From an optimization exercise on the open Yosys and OpenROAD flow, aimed at small area, a short achievable clock period and few clock cycles per item; shortcuts taken in it are not production practice. Only simulation tests tie the RTL to the original design; equivalence was not proved. Power is estimated from default activity; no workload was simulated.

$ cat design/flow/config.mk
export PLATFORM = sky130hd
export DESIGN_NAME = variable_partition_allocator_core
export DESIGN_NICKNAME = variable_partition_allocator_core
export VERILOG_FILES = /design/flow/design.v
export SDC_FILE = /design/flow/constraint.sdc
export NUM_CORES = 4
export LEC_CHECK = 0
export CAP_MARGIN = 20
export CORE_MARGIN = 2
export CORE_UTILIZATION = 40
export SLEW_MARGIN = 20
$ cat design/flow/constraint.sdc
create_clock -name core_clock -period 11.0 [get_ports {aclk}]
set_input_delay 2.2000 -clock core_clock [delete_from_list [all_inputs] [get_ports {aclk}]]
set_output_delay 2.2000 -clock core_clock [all_outputs]
set_load 0.01 [all_outputs]
$ cat design/flow/design.v
package vpa_pkg;
    localparam int NumEntries = 16;
    localparam int AddrBits   = 16;
    localparam int SizeBits   = AddrBits + 1;
    localparam int IdxBits    = $clog2(NumEntries);
    localparam int CntBits    = $clog2(NumEntries + 1);
    localparam int LimitBits  = 16;
    localparam int EntBits    = AddrBits + SizeBits + 1;
    typedef enum logic [1:0] {
        ST_OK      = 2'd0,
        ST_NOFIT   = 2'd1,
        ST_FULL    = 2'd2,
        ST_BADADDR = 2'd3
    } status_t;
    typedef enum logic [1:0] {
        FIT_FIRST = 2'd0,
        FIT_BEST  = 2'd1,
        FIT_WORST = 2'd2,
        FIT_RSVD  = 2'd3
    } fit_t;
    localparam logic KIND_ALLOC = 1'b0;
    localparam logic KIND_FREE  = 1'b1;
    typedef enum logic [2:0] {
        S_IDLE,
        S_SCAN,
        S_DECIDE,
        S_SHIFT,
        S_MERGE,
        S_DONE
    } state_t;
    typedef enum logic [2:0] {
        OP_HOLD,    
        OP_ROT,     
        OP_INS,     
        OP_DEL,     
        OP_CLR      
    } cell_op_t;
    typedef struct packed {
        cell_op_t            op;
        logic [IdxBits-1:0]  idx;       
        logic [AddrBits-1:0] ins_base;
        logic [SizeBits-1:0] ins_size;
        logic                ins_free;
        logic                wr_en;     
        logic [SizeBits-1:0] wr_size;
        logic                wr_free;
    } cell_ctl_t;
    typedef struct packed {
        logic [AddrBits-1:0] base;
        logic [SizeBits-1:0] size;
        logic                free;
    } entry_t;
endpackage
module vpa_cell (
    input  logic                                  aclk,
    input  logic                                  aresetn,
    input  logic [vpa_pkg::IdxBits-1:0]           my_idx,
    input  vpa_pkg::entry_t                       rst_val,
    input  vpa_pkg::cell_ctl_t                    ctl,
    input  vpa_pkg::entry_t                       left_in,
    input  vpa_pkg::entry_t                       right_in,
    input  vpa_pkg::entry_t                       ring_in,
    output vpa_pkg::entry_t                       ent
);
    vpa_pkg::entry_t ent_reg;
    vpa_pkg::entry_t ent_next;
    always_comb begin
        ent_next = ent_reg;
        unique case (ctl.op)
            vpa_pkg::OP_HOLD: ;
            vpa_pkg::OP_ROT:  ent_next = ring_in;
            vpa_pkg::OP_INS: begin
                if (my_idx > ctl.idx) begin
                    ent_next = left_in;
                end
                if (my_idx == ctl.idx) begin
                    ent_next.base = ctl.ins_base;
                    ent_next.size = ctl.ins_size;
                    ent_next.free = ctl.ins_free;
                end
            end
            vpa_pkg::OP_DEL: begin
                if (my_idx >= ctl.idx) begin
                    ent_next = right_in;
                end
            end
            vpa_pkg::OP_CLR: ent_next = '0;
            default: ;
        endcase
        if (ctl.wr_en && my_idx == ctl.idx && ctl.op == vpa_pkg::OP_HOLD) begin
            ent_next.size = ctl.wr_size;
            ent_next.free = ctl.wr_free;
        end
    end
    always_ff @(posedge aclk) begin
        if (!aresetn) begin
            ent_reg <= rst_val;
        end else begin
            ent_reg <= ent_next;
        end
    end
    assign ent = ent_reg;
endmodule
module vpa_table (
    input  logic                       aclk,
    input  logic                       aresetn,
    input  vpa_pkg::cell_ctl_t         ctl,
    output logic [vpa_pkg::NumEntries*vpa_pkg::EntBits-1:0] ents
);
    localparam vpa_pkg::entry_t ZeroEnt = '0;
    for (genvar g = 0; g < vpa_pkg::NumEntries; g++) begin : g_cell
        vpa_pkg::entry_t rst_val;
        vpa_pkg::entry_t left_in;
        vpa_pkg::entry_t right_in;
        vpa_pkg::entry_t ring_in;
        always_comb begin
            rst_val = ZeroEnt;
            if (g == 0) begin
                rst_val.size = vpa_pkg::SizeBits'(1) << vpa_pkg::AddrBits;
                rst_val.free = 1'b1;
            end
        end
        assign left_in  = ents[((g + vpa_pkg::NumEntries - 1) % vpa_pkg::NumEntries)*vpa_pkg::EntBits +: vpa_pkg::EntBits];
        assign right_in = (g == vpa_pkg::NumEntries - 1) ? ZeroEnt
                        : ents[((g + 1) % vpa_pkg::NumEntries)*vpa_pkg::EntBits +: vpa_pkg::EntBits];
        assign ring_in  = ents[((g + 1) % vpa_pkg::NumEntries)*vpa_pkg::EntBits +: vpa_pkg::EntBits];
        vpa_cell u_cell (
            .aclk     (aclk),
            .aresetn  (aresetn),
            .my_idx   (vpa_pkg::IdxBits'(g)),
            .rst_val  (rst_val),
            .ctl      (ctl),
            .left_in  (left_in),
            .right_in (right_in),
            .ring_in  (ring_in),
            .ent      (ents[g*vpa_pkg::EntBits +: vpa_pkg::EntBits])
        );
    end
endmodule
module variable_partition_allocator_core (
    input  logic        aclk,
    input  logic        aresetn,
    input  logic        s_tvalid,
    output logic        s_tready,
    input  logic [39:0] s_tdata,    
    input  logic        s_tuser,    
    output logic        m_tvalid,
    input  logic        m_tready,
    output logic [39:0] m_tdata,    
    input  logic        psel,
    input  logic        penable,
    input  logic        pwrite,
    input  logic [2:0]  paddr,
    input  logic [31:0] pwdata,
    output logic [31:0] prdata,
    output logic        pready
);
    localparam int N  = vpa_pkg::NumEntries;
    localparam int IB = vpa_pkg::IdxBits;
    localparam int CB = vpa_pkg::CntBits;
    localparam int AB = vpa_pkg::AddrBits;
    localparam int SB = vpa_pkg::SizeBits;
    localparam logic [2:0] AddrPolicy = 3'd0;
    localparam logic [2:0] AddrLimit  = 3'd4;
    logic [1:0]                    policy_reg;
    logic [vpa_pkg::LimitBits-1:0] limit_reg;
    logic                          cfg_wr;
    assign pready = 1'b1;
    assign cfg_wr = psel && penable && pwrite;
    always_ff @(posedge aclk) begin
        if (!aresetn) begin
            policy_reg <= vpa_pkg::FIT_FIRST;
            limit_reg  <= '0;
        end else if (cfg_wr) begin
            if (paddr == AddrPolicy) policy_reg <= pwdata[1:0];
            if (paddr == AddrLimit)  limit_reg  <= pwdata[vpa_pkg::LimitBits-1:0];
        end
    end
    always_comb begin
        prdata = '0;
        if (paddr == AddrPolicy) prdata = {30'd0, policy_reg};
        if (paddr == AddrLimit)  prdata = {16'd0, limit_reg};
    end
    vpa_pkg::cell_ctl_t ctl;
    logic [N*vpa_pkg::EntBits-1:0] ents;
    vpa_table u_table (
        .aclk    (aclk),
        .aresetn (aresetn),
        .ctl     (ctl),
        .ents    (ents)
    );
    vpa_pkg::state_t state_reg, state_next;
    logic            kind_reg;
    logic [SB-1:0]   req_reg;
    logic [AB-1:0]   faddr_reg;
    logic [CB-1:0]   count_reg, count_next;
    logic [CB-1:0]   step_reg, step_next;       
    logic            found_reg, found_next;
    logic [IB-1:0]   pick_reg, pick_next;
    logic [SB-1:0]   psize_reg, psize_next;
    logic [AB-1:0]   pbase_reg, pbase_next;
    logic            pfree_reg, pfree_next;
    logic [1:0]      res_st_reg, res_st_next;
    logic [AB-1:0]   res_a_reg, res_a_next;
    logic [SB-1:0]   res_s_reg, res_s_next;
    logic            ovalid_reg;
    logic [39:0]     odata_reg;
    logic            load_out;
    vpa_pkg::entry_t head;
    logic            live;
    logic            cand;
    logic            better;
    logic [SB-1:0]   leftover;
    logic [SB-1:0]   merged;
    logic            mdel_left, mdel_right;
    assign head = ents[vpa_pkg::EntBits-1:0];
    assign live = step_reg < count_reg;
    always_comb begin
        cand   = live && head.free && (head.size >= req_reg);
        better = 1'b0;
        unique case (policy_reg)
            vpa_pkg::FIT_BEST:  better = head.size < psize_reg;
            vpa_pkg::FIT_WORST: better = head.size > psize_reg;
            default:            better = 1'b0;
        endcase
    end
    assign leftover = psize_reg - req_reg;
    logic [IB-1:0] idx_p1;
    assign idx_p1 = pick_reg + IB'(1);
    vpa_pkg::entry_t ent_pl, ent_pk, ent_pr;
    assign ent_pl = ents[(pick_reg - IB'(1))*vpa_pkg::EntBits +: vpa_pkg::EntBits];
    assign ent_pk = ents[pick_reg*vpa_pkg::EntBits +: vpa_pkg::EntBits];
    assign ent_pr = ents[idx_p1*vpa_pkg::EntBits +: vpa_pkg::EntBits];
    assign mdel_left  = (pick_reg != '0) && ent_pl.free;
    assign mdel_right = ({1'b0, pick_reg} + CB'(1) < count_reg) && ent_pr.free;
    assign merged = mdel_left ? ent_pl.size + ent_pk.size
                              : ent_pk.size + ent_pr.size;
    assign s_tready = (state_reg == vpa_pkg::S_IDLE);
    assign load_out = (state_reg == vpa_pkg::S_DONE) && (!ovalid_reg || m_tready);
    always_comb begin
        state_next = state_reg;
        unique case (state_reg)
            vpa_pkg::S_IDLE:   if (s_tvalid) state_next = vpa_pkg::S_SCAN;
            vpa_pkg::S_SCAN:   if (step_reg == CB'(N - 1)) state_next = vpa_pkg::S_DECIDE;
            vpa_pkg::S_DECIDE: begin
                if (kind_reg == vpa_pkg::KIND_FREE && found_reg && !pfree_reg) begin
                    state_next = vpa_pkg::S_MERGE;
                end else if (kind_reg == vpa_pkg::KIND_ALLOC && found_reg
                             && req_reg != '0 && leftover > SB'(limit_reg)
                             && count_reg < CB'(N)) begin
                    state_next = vpa_pkg::S_SHIFT;
                end else begin
                    state_next = vpa_pkg::S_DONE;
                end
            end
            vpa_pkg::S_SHIFT:  state_next = vpa_pkg::S_DONE;
            vpa_pkg::S_MERGE:  if (!mdel_left && !mdel_right) state_next = vpa_pkg::S_DONE;
            vpa_pkg::S_DONE:   if (load_out) state_next = vpa_pkg::S_IDLE;
            default:           state_next = vpa_pkg::S_IDLE;
        endcase
    end
    always_comb begin
        ctl         = '0;
        ctl.op      = vpa_pkg::OP_HOLD;
        count_next  = count_reg;
        step_next   = step_reg;
        found_next  = found_reg;
        pick_next   = pick_reg;
        psize_next  = psize_reg;
        pbase_next  = pbase_reg;
        pfree_next  = pfree_reg;
        res_st_next = res_st_reg;
        res_a_next  = res_a_reg;
        res_s_next  = res_s_reg;
        unique case (state_reg)
            vpa_pkg::S_IDLE: begin
                step_next  = '0;
                found_next = 1'b0;
            end
            vpa_pkg::S_SCAN: begin
                ctl.op    = vpa_pkg::OP_ROT;
                step_next = step_reg + CB'(1);
                if (kind_reg == vpa_pkg::KIND_ALLOC) begin
                    if (cand && (!found_reg || better)) begin
                        found_next = 1'b1;
                        pick_next  = step_reg[IB-1:0];
                        psize_next = head.size;
                        pbase_next = head.base;
                        pfree_next = head.free;
                    end
                end else if (live && !found_reg && head.base == faddr_reg) begin
                    found_next = 1'b1;
                    pick_next  = step_reg[IB-1:0];
                    pfree_next = head.free;
                end
            end
            vpa_pkg::S_DECIDE: begin
                res_st_next = vpa_pkg::ST_OK;
                res_a_next  = '0;
                res_s_next  = '0;
                if (kind_reg == vpa_pkg::KIND_FREE) begin
                    if (!found_reg || pfree_reg) begin
                        res_st_next = vpa_pkg::ST_BADADDR;
                    end else begin
                        ctl.wr_en   = 1'b1;
                        ctl.idx     = pick_reg;
                        ctl.wr_size = ent_pk.size;
                        ctl.wr_free = 1'b1;
                    end
                end else if (!found_reg || req_reg == '0) begin
                    res_st_next = vpa_pkg::ST_NOFIT;
                end else if (leftover <= SB'(limit_reg)) begin
                    ctl.wr_en   = 1'b1;
                    ctl.idx     = pick_reg;
                    ctl.wr_size = psize_reg;
                    ctl.wr_free = 1'b0;
                    res_a_next  = pbase_reg;
                    res_s_next  = psize_reg;
                end else if (count_reg >= CB'(N)) begin
                    res_st_next = vpa_pkg::ST_FULL;
                end else begin
                    ctl.wr_en   = 1'b1;
                    ctl.idx     = pick_reg;
                    ctl.wr_size = req_reg;
                    ctl.wr_free = 1'b0;
                    res_a_next  = pbase_reg;
                    res_s_next  = req_reg;
                end
            end
            vpa_pkg::S_SHIFT: begin
                ctl.op       = vpa_pkg::OP_INS;
                ctl.idx      = idx_p1;
                ctl.ins_base = pbase_reg + req_reg[AB-1:0];
                ctl.ins_size = leftover;
                ctl.ins_free = 1'b1;
                count_next   = count_reg + CB'(1);
            end
            vpa_pkg::S_MERGE: begin
                if (mdel_left) begin
                    ctl.wr_en   = 1'b1;
                    ctl.idx     = pick_reg - IB'(1);
                    ctl.wr_size = merged;
                    ctl.wr_free = 1'b1;
                    pick_next   = pick_reg - IB'(1);
                    psize_next  = '1;   
                end else if (mdel_right) begin
                    ctl.wr_en   = 1'b1;
                    ctl.idx     = pick_reg;
                    ctl.wr_size = merged;
                    ctl.wr_free = 1'b1;
                    psize_next  = '0;
                end
                if (psize_reg == '1) begin
                    ctl       = '0;
                    ctl.op    = vpa_pkg::OP_DEL;
                    ctl.idx   = idx_p1;
                    count_next = count_reg - CB'(1);
                    psize_next = '0;
                    pick_next  = pick_reg;
                end else if (psize_reg == SB'(1)) begin
                    ctl       = '0;
                    ctl.op    = vpa_pkg::OP_DEL;
                    ctl.idx   = idx_p1;
                    count_next = count_reg - CB'(1);
                    psize_next = '0;
                    pick_next  = pick_reg;
                end else if (!mdel_left && mdel_right) begin
                    psize_next = SB'(1);
                end
            end
            vpa_pkg::S_DONE: ;
            default: ;
        endcase
    end
    logic merge_busy;
    assign merge_busy = (psize_reg == '1) || (psize_reg == SB'(1));
    always_ff @(posedge aclk) begin
        if (!aresetn) begin
            state_reg  <= vpa_pkg::S_IDLE;
            count_reg  <= CB'(1);
            step_reg   <= '0;
            found_reg  <= 1'b0;
            ovalid_reg <= 1'b0;
            psize_reg  <= '0;
        end else begin
            if (state_reg == vpa_pkg::S_MERGE && merge_busy) begin
                state_reg <= vpa_pkg::S_MERGE;
            end else if (state_reg == vpa_pkg::S_DECIDE
                         && state_next == vpa_pkg::S_MERGE) begin
                state_reg <= vpa_pkg::S_MERGE;
            end else begin
                state_reg <= state_next;
            end
            count_reg <= count_next;
            step_reg  <= step_next;
            found_reg <= found_next;
            psize_reg <= (state_reg == vpa_pkg::S_DECIDE
                          && state_next == vpa_pkg::S_MERGE) ? '0 : psize_next;
            if (load_out) begin
                ovalid_reg <= 1'b1;
            end else if (m_tready) begin
                ovalid_reg <= 1'b0;
            end
        end
    end
    always_ff @(posedge aclk) begin
        if (s_tvalid && s_tready) begin
            kind_reg  <= s_tuser;
            req_reg   <= s_tdata[SB-1:0];
            faddr_reg <= s_tdata[SB+AB-1:SB];
        end
        pick_reg   <= pick_next;
        pbase_reg  <= pbase_next;
        pfree_reg  <= pfree_next;
        res_st_reg <= res_st_next;
        res_a_reg  <= res_a_next;
        res_s_reg  <= res_s_next;
        if (load_out) begin
            odata_reg <= {5'd0, res_s_reg, res_a_reg, res_st_reg};
        end
    end
    assign m_tvalid = ovalid_reg;
    assign m_tdata  = odata_reg;
endmodule
$ cat design/flow/run.sh
#!/bin/bash
# synth_recipe.tcl (not shown) runs the flow's synth.tcl, then flattens the netlist and writes it again
# the make line also repeats each setting of config.mk as NAME=value (left out here)
make -C /OpenROAD-flow-scripts/flow DESIGN_CONFIG=/design/flow/config.mk WORK_HOME=/design/flow/orfs CLKGATE_MAP_FILE= SYNTH_SCRIPT=/design/flow/synth_recipe.tcl finish
==> flow_summary.json <==
{
  "vias_per_cell": 7.531,
  "grt.overflow.total": 0,
  "drc": 0,
  "antenna_found_initial": 43,
  "status": "timing/DRC/antenna clean",
  "place_hpwl_mm": 303.3,
  "cpMaxStageDelayCell": "edfxtp_1",
  "nets": 8347,
  "wirelength_mm": 429.6,
  "worstPathMaxFanout": 23,
  "dieArea_mm2": 0.1753,
  "die_w_um": 418.7,
  "final_common_cell": "o21ai_0",
  "irDropWorstVdd_v": 0.0001166,
  "slew-limit-headroom_pct": 10.92,
  "largest_reg_flops": 544,
  "dp_cells": 10270,
  "synth_ff_type": "dfxtp_1",
  "start_util_pct": 40.18,
  "crit_path_start_kind": "flip-flop",
  "slowest_delay_ns": 0.95,
  "power.leakage_nw": 25.46,
  "routedWlPerCell_um": 40.99,
  "cts_buffer_depth": 3,
  "synth_edf_count": 125,
  "fmax_mhz": 92.52,
  "hp-class": "flip-flop to flip-flop",
  "grt_setup_unrepaired": "false",
  "maxSlewViolCount": 0,
  "clock_sinks": 719,
  "async_flop_share_pct": 0,
  "htreeDepth": 3,
  "cts-root-buf": "clkbuf_16",
  "period_needed_ns": 10.81,
  "rows": 152,
  "worstSkewPairLatency_ns": 0.79,
  "drv_cap": 0,
  "grt_max_degree": 185,
  "grt_pass1_vias": 70470,
  "postCtsSetupRepairBufs": 0,
  "cts.clk_slew.worst_paths_ns": 0.06,
  "cts_buffers": 96,
  "ctsResizeCount": 0,
  "fin_cells": 10480,
  "coreArea_mm2": 0.1712,
  "path_common_cell": "a21oi_1",
  "yosysWarningCount": 3,
  "crit_arrival_ns": 11.50,
  "rr_worst_depth": 34,
  "mostFrequentLayoutCells": "879 x o21ai_0, 844 x nand2_1, 831 x a21oi_1",
  "setup_viol": 0,
  "synth_cells": 8546,
  "die_height_um": 418.7,
  "cts_tree": "yes",
  "num_io_pins": 158,
  "hold_buffers": 0,
  "port_buffers": 112,
  "drt-initial-drc-count": 14030,
  "critPathKind": "flip-flop to flip-flop",
  "synth_seq_area_share_pct": 22.75,
  "hold_viol_final": 0,
  "cp.required_ns": 11.70,
  "areaGrowthSynthToFinish_pct": 9.562,
  "globalplace.congestion": 1.098,
  "vias": 78940,
  "finalPower_w": 0.008744,
  "grt.total_usage_pct": 47.23,
  "drive_gt1_share_pct": 14.41,
  "worst_pin_slew_ns": 1.327,
  "setup_tns_ns": 0,
  "syn-cell-area_mm2": 0.06877,
  "yosysUniqueCellTypes": 107,
  "postRouteAntennaNets": 0,
  "utilization_pct": 44.02,
  "finalClockSkew_ns": 0.04174,
  "ys_ff_latch": 719,
  "grt_pass1_wl_mm": 585.2,
  "avgSynthCellArea_um2": 8.047,
  "fin_crit_sh_pct": 98.25,
  "first_pass_iters": 7,
  "end_kind": "flip-flop",
  "fin_ws_ns": 0.1920,
  "place_ws_ns": 0.9191,
  "hold-path-cell-count": 0,
  "power.density_mw_per_mm2": 116.0
}
## power by group
part / internal (W) / switching, W / leakage (nW)
clock network: 0.00205 / 0.00146 / 1.66
registers: 0.00281 / 0.000430 / 5.94
logic: 0.000689 / 0.00130 / 17.9
total: 0.00555 / 0.00319 / 25.5
## metal layers
layer / track usage, % / vias to the layer above / wire, um / part of all wire (%)
met5: 0 / - / 345 / 0.080
met4: 37.21 / 47 / 43030 / 10
met3: 19.65 / 1907 / 65040 / 15
li1: - / 31710 / - / -
met1: 58.17 / 38350 / 154000 / 36
met2: 64.33 / 6921 / 167200 / 39
## final timing paths
| kind | to | start | slack [ns] |
|---|---|---|---|
| worst min-delay path | odata_reg[22] | res_s_reg[4] | 0.42 |
| worst min register to register | odata_reg[22] | res_s_reg[4] | 0.42 |
| worst max register to register | u_table.g_cell[0].u_cell.ent_reg[13] | pick_reg[3] | 0.19 |
| worst max-delay path | u_table.g_cell[0].u_cell.ent_reg[13] | pick_reg[3] | 0.19 |
## cells by family (layout without fill, tap and decap cells)
family	Yosys count	count (layout)	synth area share, %
other	2	51	0.01092
AO/OA/AOI/OAI	3138	3138	28.64
AND/OR/NAND/NOR	2243	2243	14.18
adder cells (fa/ha/maj)	127	127	2.365
multiplexers	1210	1210	24.45
buffers and inverters	1045	698	6.799
flip-flops	719	719	22.75
XOR/XNOR	62	62	0.8005
## critical path, delay by kind of cell (launching register included)
| kind | cells | cell delay [ns] |
|---|---|---|
| AO/OA/AOI/OAI | 16 | 4.60 |
| AND/OR/NAND/NOR | 9 | 2.53 |
| adder cells (fa/ha/maj) | 4 | 1.37 |
| buffers and inverters | 4 | 1.00 |
| flip-flops | 1 | 0.95 |
| XOR/XNOR | 1 | 0.17 |
## Yosys cell counts (97+ instances only)
library cell	n	area, um2
o21ai_0	892	4464
nand2_1	846	3176
a21oi_1	838	4194
nor2_1	810	3040
mux2i_1	680	6807
dfxtp_1	594	11890
clkbuf_1	570	2140
mux4_2	359	8085
a211oi_1	267	2004
a221oi_1	240	2102
buf_2	195	975.9
mux2_2	171	1926
a31oi_1	147	919.6
o211ai_1	143	1074
nor3_1	136	680.7
nand3_1	126	630.6
edfxtp_1	125	3754
a22oi_1	123	923.4
ha_1	122	1526
inv_1	97	364.1
## per-stage QoR
stage	cell area [um2]	hold slack, ns
floorplan	68910	0.4003
global placement	71750	0.4013
detailed placement	71810	0.4045
CTS	75200	0.4167
global route	75280	0.4233
finish	75350	0.4152
## area by class of cell
cell class | count | area, um2
Antenna cell | 29 | 72.57
Clock buffer | 123 | 2676
Clock inverter | 57 | 715.7
Fill cell | 17140 | 95810
Inverter | 105 | 429.2
Multi-Input combinational cell | 6802 | 49200
Sequential cell | 719 | 15650
Tap cell | 2233 | 2794
Timing Repair Buffer | 413 | 3819
Testbench counts, summed over its fixed seeds: cycles 98,657, items 4,800.

[separate check: timing with driven ports]
The flow's constraints put no driver on any port. The routed layout listed below was extracted and timed again, unchanged, in two steps. Step 1 (the two cells are an assumption about what drives the block):
set clk [get_ports {aclk}]
set_driving_cell -lib_cell sky130_fd_sc_hd__clkbuf_16 $clk
set_driving_cell -lib_cell sky130_fd_sc_hd__buf_2 [delete_from_list [all_inputs] $clk]
Step 2 adds t to the input delays and takes it off the output delays; t is the mean of the earliest and latest rising clock arrival at the registers after step 1. Input paths then give back, and output paths get back, about the clock's delay inside the block. Three values: ideal ports, drivers, drivers and shift; two values: the first two.
shift t [ns]: 0.858
slack for setup (ns): 0.192 / 0.192 / 0.192
hold slack, ns: 0.415 / 0.415 / 0.415
After both steps setup and hold are still met in this run. For this run, drivers alone change the setup slack by 0.000 ns; drivers and shift together by 0.000 ns.
